Source: an optimization exercise on an open RTL-to-GDS flow (aim: small area, a short achievable clock period and few clock cycles per item). Production flows keep margins and buffers that such runs may drop. The RTL was checked by simulation tests, not by an equivalence proof against the original design. No activity file was given, so power comes from the tool's default toggle rates.

==> job 9376 <==
==> flow/design.v (excerpt) <==
module battery_voltage_average_soc_lookup #(
  parameter int unsigned TABLE_ENTRIES = 100
) (
  input  wire logic        clk_i,
  input  wire logic        rst_ni,
  input  wire logic        in_valid_i,
  output      logic        in_stall_o,
  input  wire logic        cmd_i,
  input  wire logic [22:0] sample_uv_i,
  input  wire logic [6:0]  entry_index_i,
  input  wire logic [15:0] entry_mv_i,
  output      logic        out_valid_o,
  input  wire logic        out_stall_i,
  output      logic [15:0] long_avg_mv_o,
  output      logic        long_done_o,
  output      logic [15:0] short_avg_mv_o,
  output      logic        short_done_o,
  output      logic [10:0] soc_x16_o,
  output      logic        init_seen_o,
  input  wire logic        cfg_valid_i,
  output      logic        cfg_ready_o,
  input  wire logic [1:0]  cfg_index_i,
  input  wire logic [3:0]  cfg_data_i
);
  logic        en;
  logic        v0, v1, w1, ld1, sd1;
  logic [23:0] in_word;
  logic [62:0] word0;
  logic [8:0]  lsel, ssel;
  logic [6:0]  index1;
  logic [13:0] value1;
  logic [30:0] lsum1, ssum1;
  logic [45:0] res;
  assign en = ~(out_valid_o & out_stall_i);
  assign in_word = {cmd_i, cmd_i ? {entry_index_i, entry_mv_i} : sample_uv_i};
  bvsoc_queue #(
    .Width (24)
  ) u_queue (
    .clk_i      (clk_i),
    .rst_ni     (rst_ni),
    .en_i       (en),
    .lsel_i     (lsel),
  ...
Settings: LEC_CHECK=0, ABC_AREA=1, CAP_MARGIN=20, CORE_MARGIN=2, CORE_UTILIZATION=40, PLACE_DENSITY=0.45, SETUP_SLACK_MARGIN=5, SLEW_MARGIN=20; clock period 8.0 ns.
run.sh (not shown) runs the stock make flow with config.mk's settings and CLKGATE_MAP_FILE= SYNTH_SCRIPT=/design/flow/synth_recipe.tcl, a recipe that flattens the netlist after the stock synthesis.
==> job 5647: changes against job 9376 <==
--- a/flow/design.v
+++ b/flow/design.v
@@ -53,10 +53,11 @@
   logic [13:0] a2_q, l2_q;
   logic [2:0]  b2_q;
   logic        v3_q, w3_q, ld3_q, sd3_q, lt0_3_q, gt99_3_q;
   logic [13:0] a3_q, l3_q;
   logic [4:0]  b3_q;
+  logic [31:0] d3_q;
   logic [13:0] t0_q;
   logic [13:0] t99_q;
   logic [13:0] t49_q;
   logic [13:0] t24_q;
   logic [13:0] t74_q;
@@ -206,10 +207,13 @@
   always_ff @(posedge clk_i) begin
     if (en_i) begin
       a3_q <= a2_q;
       l3_q <= l2_q;
       b3_q <= b2[4:0];
+      for (int i = 0; i < 32; i++) begin
+        d3_q[i] <= (b2[2:0] == 3'(i % 8)) & (b2[4:3] == 2'(i / 8));
+      end
       lt0_3_q  <= lt0_2_q;
       gt99_3_q <= gt99_2_q;
     end
   end
   logic [13:0] t1_q;
@@ -354,11 +358,11 @@
     end
   end
   logic [6:0] b3;
   assign b3[4:0] = b3_q;
   logic [31:0] d3;   
-  assign d3 = 32'd1 << b3_q;
+  assign d3 = d3_q;
   logic c5;
   assign c5 = greater(a3_q, ({14{d3[0]}} & t1_q) | ({14{d3[16]}} & t4_q) | ({14{d3[8]}} & t7_q) | ({14{d3[24]}} & t10_q) | ({14{d3[4]}} & t13_q) | ({14{d3[20]}} & t16_q) | ({14{d3[12]}} & t19_q) | ({14{d3[28]}} & t22_q) | ({14{d3[2]}} & t25_q) | ({14{d3[18]}} & t28_q) | ({14{d3[10]}} & t31_q) | ({14{d3[26]}} & t34_q) | ({14{d3[6]}} & t37_q) | ({14{d3[22]}} & t40_q) | ({14{d3[14]}} & t43_q) | ({14{d3[30]}} & t47_q) | ({14{d3[1]}} & t50_q) | ({14{d3[17]}} & t53_q) | ({14{d3[9]}} & t56_q) | ({14{d3[25]}} & t59_q) | ({14{d3[5]}} & t62_q) | ({14{d3[21]}} & t65_q) | ({14{d3[13]}} & t68_q) | ({14{d3[29]}} & t72_q) | ({14{d3[3]}} & t75_q) | ({14{d3[19]}} & t78_q) | ({14{d3[11]}} & t81_q) | ({14{d3[27]}} & t84_q) | ({14{d3[7]}} & t87_q) | ({14{d3[23]}} & t90_q) | ({14{d3[15]}} & t93_q) | ({14{d3[31]}} & t97_q));
   assign b3[5] = c5;
   logic c6_0;
   assign c6_0 = greater(a3_q, ({14{d3[30]}} & t46_q) | ({14{d3[29]}} & t71_q) | ({14{d3[31]}} & t96_q));
CTS_CLUSTER_DIAMETER = 110   (was not set)
CTS_CLUSTER_SIZE = 22   (was not set)
SETUP_SLACK_MARGIN = 4.8   (was 5)
TNS_END_PERCENT = 10   (was not set)
==> summary.txt <==
quantity	job 5647	job 9376
Number of global-route vias before repair	56100	60280
Via-to-Cell Ratio	5.429	5.517
Area share of and/or/nand/nor cells after synthesis	0.1641	0.1677
Capture point of the critical path	soc_x16_o[10]	u_back.soc_q[1]
Clock-cell share of area	0.02922	0.06220
Wire length of the first global-routing pass	411500 um	440900 um
Result of the run	complete, no violations	complete, no violations
Cell area power density	430.9 nW/um2	471.0 nW/um2
Worst Hold Endpoint	u_back.u_search.l2_q[8]	u_back.u_search.l2_q[12]
Total placed cells including tap cells	10590	10520
Routed vias	58850	62570
CTS buffer count	96	204
Fin util	0.4481	0.4964
Largest net degree at the start of global routing	73	69
Detailed placement HPWL	182700 um	189700 um
Testbench counts of job 9376, summed over its fixed seeds: cycles 9,384, items 9,216.
Testbench counts of job 5647, summed over its fixed seeds: cycles 9,384, items 9,216.

* * *

==> inputs of run C <==
battery_voltage_average_soc_lookup, a different RTL version from the one above (not shown whole).
## battery_voltage_average_soc_lookup
module battery_voltage_average_soc_lookup #(
  parameter int unsigned TABLE_ENTRIES = 100
) (
  input  wire logic        clk_i,
  input  wire logic        rst_ni,
  input  wire logic        in_valid_i,
  output      logic        in_stall_o,
  input  wire logic        cmd_i,
  input  wire logic [22:0] sample_uv_i,
  input  wire logic [6:0]  entry_index_i,
  input  wire logic [15:0] entry_mv_i,
  output      logic        out_valid_o,
  input  wire logic        out_stall_i,
  output      logic [15:0] long_avg_mv_o,
  output      logic        long_done_o,
  output      logic [15:0] short_avg_mv_o,
  output      logic        short_done_o,
  output      logic [10:0] soc_x16_o,
  output      logic        init_seen_o,
  input  wire logic        cfg_valid_i,
  output      logic        cfg_ready_o,
  input  wire logic [1:0]  cfg_index_i,
  input  wire logic [3:0]  cfg_data_i
);
==> flow/config.mk <==
export PLATFORM = sky130hd
export DESIGN_NAME = battery_voltage_average_soc_lookup
export DESIGN_NICKNAME = battery_voltage_average_soc_lookup
export VERILOG_FILES = /design/flow/design.v
export SDC_FILE = /design/flow/constraint.sdc
export NUM_CORES = 4
export LEC_CHECK = 0
export ABC_AREA = 1
export CAP_MARGIN = 20
export CORE_MARGIN = 2
export CORE_UTILIZATION = 40
export PLACE_DENSITY = 0.45
export SETUP_SLACK_MARGIN = 5
export SLEW_MARGIN = 20
==> flow/constraint.sdc <==
create_clock -name core_clock -period 8.0 [get_ports {clk_i}]
set_input_delay 1.6000 -clock core_clock [delete_from_list [all_inputs] [get_ports {clk_i}]]
set_output_delay 1.6000 -clock core_clock [all_outputs]
set_load 0.01 [all_outputs]
==> run A (differences from run C) <==
- ABC_AREA: 1 -> not set
- ABC_CLOCK_PERIOD_IN_PS: not set -> 3000
- PLACE_DENSITY: 0.45 -> not set
==> qor summary <==
                                                             run A             run C
Run status                        no timing/DRC/antenna violations  no timing/DRC/antenna violations
Multi-input logic area                                 0.02685 mm2       0.02949 mm2
Post-CTS resize count                                          568               843
Multiplexer fraction of the synthesized cell area           2.711%           0.1985%
Fraction of area in registers                               55.41%            51.60%
Area of the die                                         0.2061 mm2        0.2149 mm2
Count of non-CTS buffers in the layout                         711               849
Final nets                                                    6644              8958
Rel. slew slack                                             21.10%            16.99%
Skew final                                              0.04706 ns        0.04882 ns
Xor-xnor portion of the synthesized cell area               1.070%            1.006%
Largest stage delay on the critical path                   0.45 ns           0.53 ns
Switching share of power                                    38.05%            42.69%
Source of the worst hold timing path               u_back.lqd_q[8]  u_back.lqd_q[11]
DRT Wirelength                                            251.1 mm          318.6 mm
Routed WL per cell                                        27.54 um          27.48 um
Testbench counts of run C, summed over its fixed seeds: cycles 9,408, items 9,216.
Testbench counts of run A, summed over its fixed seeds: cycles 9,408, items 9,216.

* * *

==> job 520: inputs <==
battery_voltage_average_soc_lookup with an RTL version that a note above also has.
clock: 8.0 ns
lec_check: 0
abc_area: 1
cap_margin: 20
core_margin: 2
core_utilization: 40
cts_cluster_diameter: 110
cts_cluster_size: 22
place_density: 0.45
setup_slack_margin: 4.6
slew_margin: 20
tns_end_percent: 10
==> job 8562: changes against job 520 <==
--- a/flow/design.v
+++ b/flow/design.v
@@ -52,13 +52,12 @@
   logic        v2_q, w2_q, ld2_q, sd2_q, lt0_2_q, gt99_2_q;
   logic [13:0] a2_q, l2_q;
   logic [2:0]  b2_q;
   logic        v3_q, w3_q, ld3_q, sd3_q, lt0_3_q, gt99_3_q;
   logic [13:0] a3_q, l3_q;
   logic [4:0]  b3_q;
-  logic [31:0] d3_q;
   logic [13:0] t0_q;
   logic [13:0] t99_q;
   logic [13:0] t49_q;
   logic [13:0] t24_q;
   logic [13:0] t74_q;
   logic [13:0] t12_q;
@@ -206,15 +205,12 @@
   end
   always_ff @(posedge clk_i) begin
     if (en_i) begin
       a3_q <= a2_q;
       l3_q <= l2_q;
       b3_q <= b2[4:0];
-      for (int i = 0; i < 32; i++) begin
-        d3_q[i] <= (b2[2:0] == 3'(i % 8)) & (b2[4:3] == 2'(i / 8));
-      end
       lt0_3_q  <= lt0_2_q;
       gt99_3_q <= gt99_2_q;
     end
   end
   logic [13:0] t1_q;
   logic [13:0] t4_q;
@@ -357,13 +353,13 @@
       endcase
     end
   end
   logic [6:0] b3;
   assign b3[4:0] = b3_q;
   logic [31:0] d3;   
-  assign d3 = d3_q;
+  assign d3 = 32'd1 << b3_q;
   logic c5;
   assign c5 = greater(a3_q, ({14{d3[0]}} & t1_q) | ({14{d3[16]}} & t4_q) | ({14{d3[8]}} & t7_q) | ({14{d3[24]}} & t10_q) | ({14{d3[4]}} & t13_q) | ({14{d3[20]}} & t16_q) | ({14{d3[12]}} & t19_q) | ({14{d3[28]}} & t22_q) | ({14{d3[2]}} & t25_q) | ({14{d3[18]}} & t28_q) | ({14{d3[10]}} & t31_q) | ({14{d3[26]}} & t34_q) | ({14{d3[6]}} & t37_q) | ({14{d3[22]}} & t40_q) | ({14{d3[14]}} & t43_q) | ({14{d3[30]}} & t47_q) | ({14{d3[1]}} & t50_q) | ({14{d3[17]}} & t53_q) | ({14{d3[9]}} & t56_q) | ({14{d3[25]}} & t59_q) | ({14{d3[5]}} & t62_q) | ({14{d3[21]}} & t65_q) | ({14{d3[13]}} & t68_q) | ({14{d3[29]}} & t72_q) | ({14{d3[3]}} & t75_q) | ({14{d3[19]}} & t78_q) | ({14{d3[11]}} & t81_q) | ({14{d3[27]}} & t84_q) | ({14{d3[7]}} & t87_q) | ({14{d3[23]}} & t90_q) | ({14{d3[15]}} & t93_q) | ({14{d3[31]}} & t97_q));
   assign b3[5] = c5;
   logic c6_0;
   assign c6_0 = greater(a3_q, ({14{d3[30]}} & t46_q) | ({14{d3[29]}} & t71_q) | ({14{d3[31]}} & t96_q));
   logic c6_1;
--- a/flow/config.mk
+++ b/flow/config.mk
@@ -9,9 +9,9 @@
 export CAP_MARGIN = 20
 export CORE_MARGIN = 2
 export CORE_UTILIZATION = 40
 export CTS_CLUSTER_DIAMETER = 110
 export CTS_CLUSTER_SIZE = 22
 export PLACE_DENSITY = 0.45
-export SETUP_SLACK_MARGIN = 4.6
+export SETUP_SLACK_MARGIN = 5
 export SLEW_MARGIN = 20
 export TNS_END_PERCENT = 10
==> reports/qor.txt <==
met2 wire len -> 135.5 mm
register share of the cell area -> 0.5995
DR pass1 iterations -> 8
Avg WL per Cell -> 26.71 um
share of the synthesized area in the top cell type -> 0.6315
status -> finished clean
That was job 520.
==> reports/qor.txt <==
Logic inverters -> 675
share of the synthesized area in the top cell type -> 0.6257
status -> finished clean
placed cell area -> 0.08978 sq mm
Avg WL per Cell -> 28.42 um
skew final -> 0.04998 ns
register share of the cell area -> 0.5575
That was job 8562.
Testbench counts of job 520, summed over its fixed seeds: cycles 9,384, items 9,216.
Testbench counts of job 8562, summed over its fixed seeds: cycles 9,384, items 9,216.

-- port drivers added, routing unchanged --
No port has a modelled driver above. Below, the same layouts with a new extraction and two added sets of constraints.
Step 1 assumes that a clkbuf_16 drives the clock port and a buf_2 every other input.
Step 2 also shifts input and output timing later by t, the mid clock arrival at the registers, as if the neighbouring blocks saw the same clock.
Slacks: no drivers / after step 1 / after step 2; pairs: no drivers / after step 1.
run	shift t [ns]	setup slack, ns	worst setup path after step 2
job 9376	0.935	4.603 / 4.603 / 4.159	input to register
job 5647	0.867	4.592 / 4.498 / 3.994	input to register
run C	0.925	4.595 / 4.595 / 4.224	input to register
run A	0.883	3.675 / 3.675 / 3.675	register to register
job 520	0.868	4.553 / 4.502 / 4.073	input to register
job 8562	0.859	4.575 / 4.575 / 3.980	input to register
After both steps every run listed still meets setup and hold. For job 5647, which loses most, drivers alone change the setup slack by -0.094 ns; drivers and shift together by -0.598 ns.
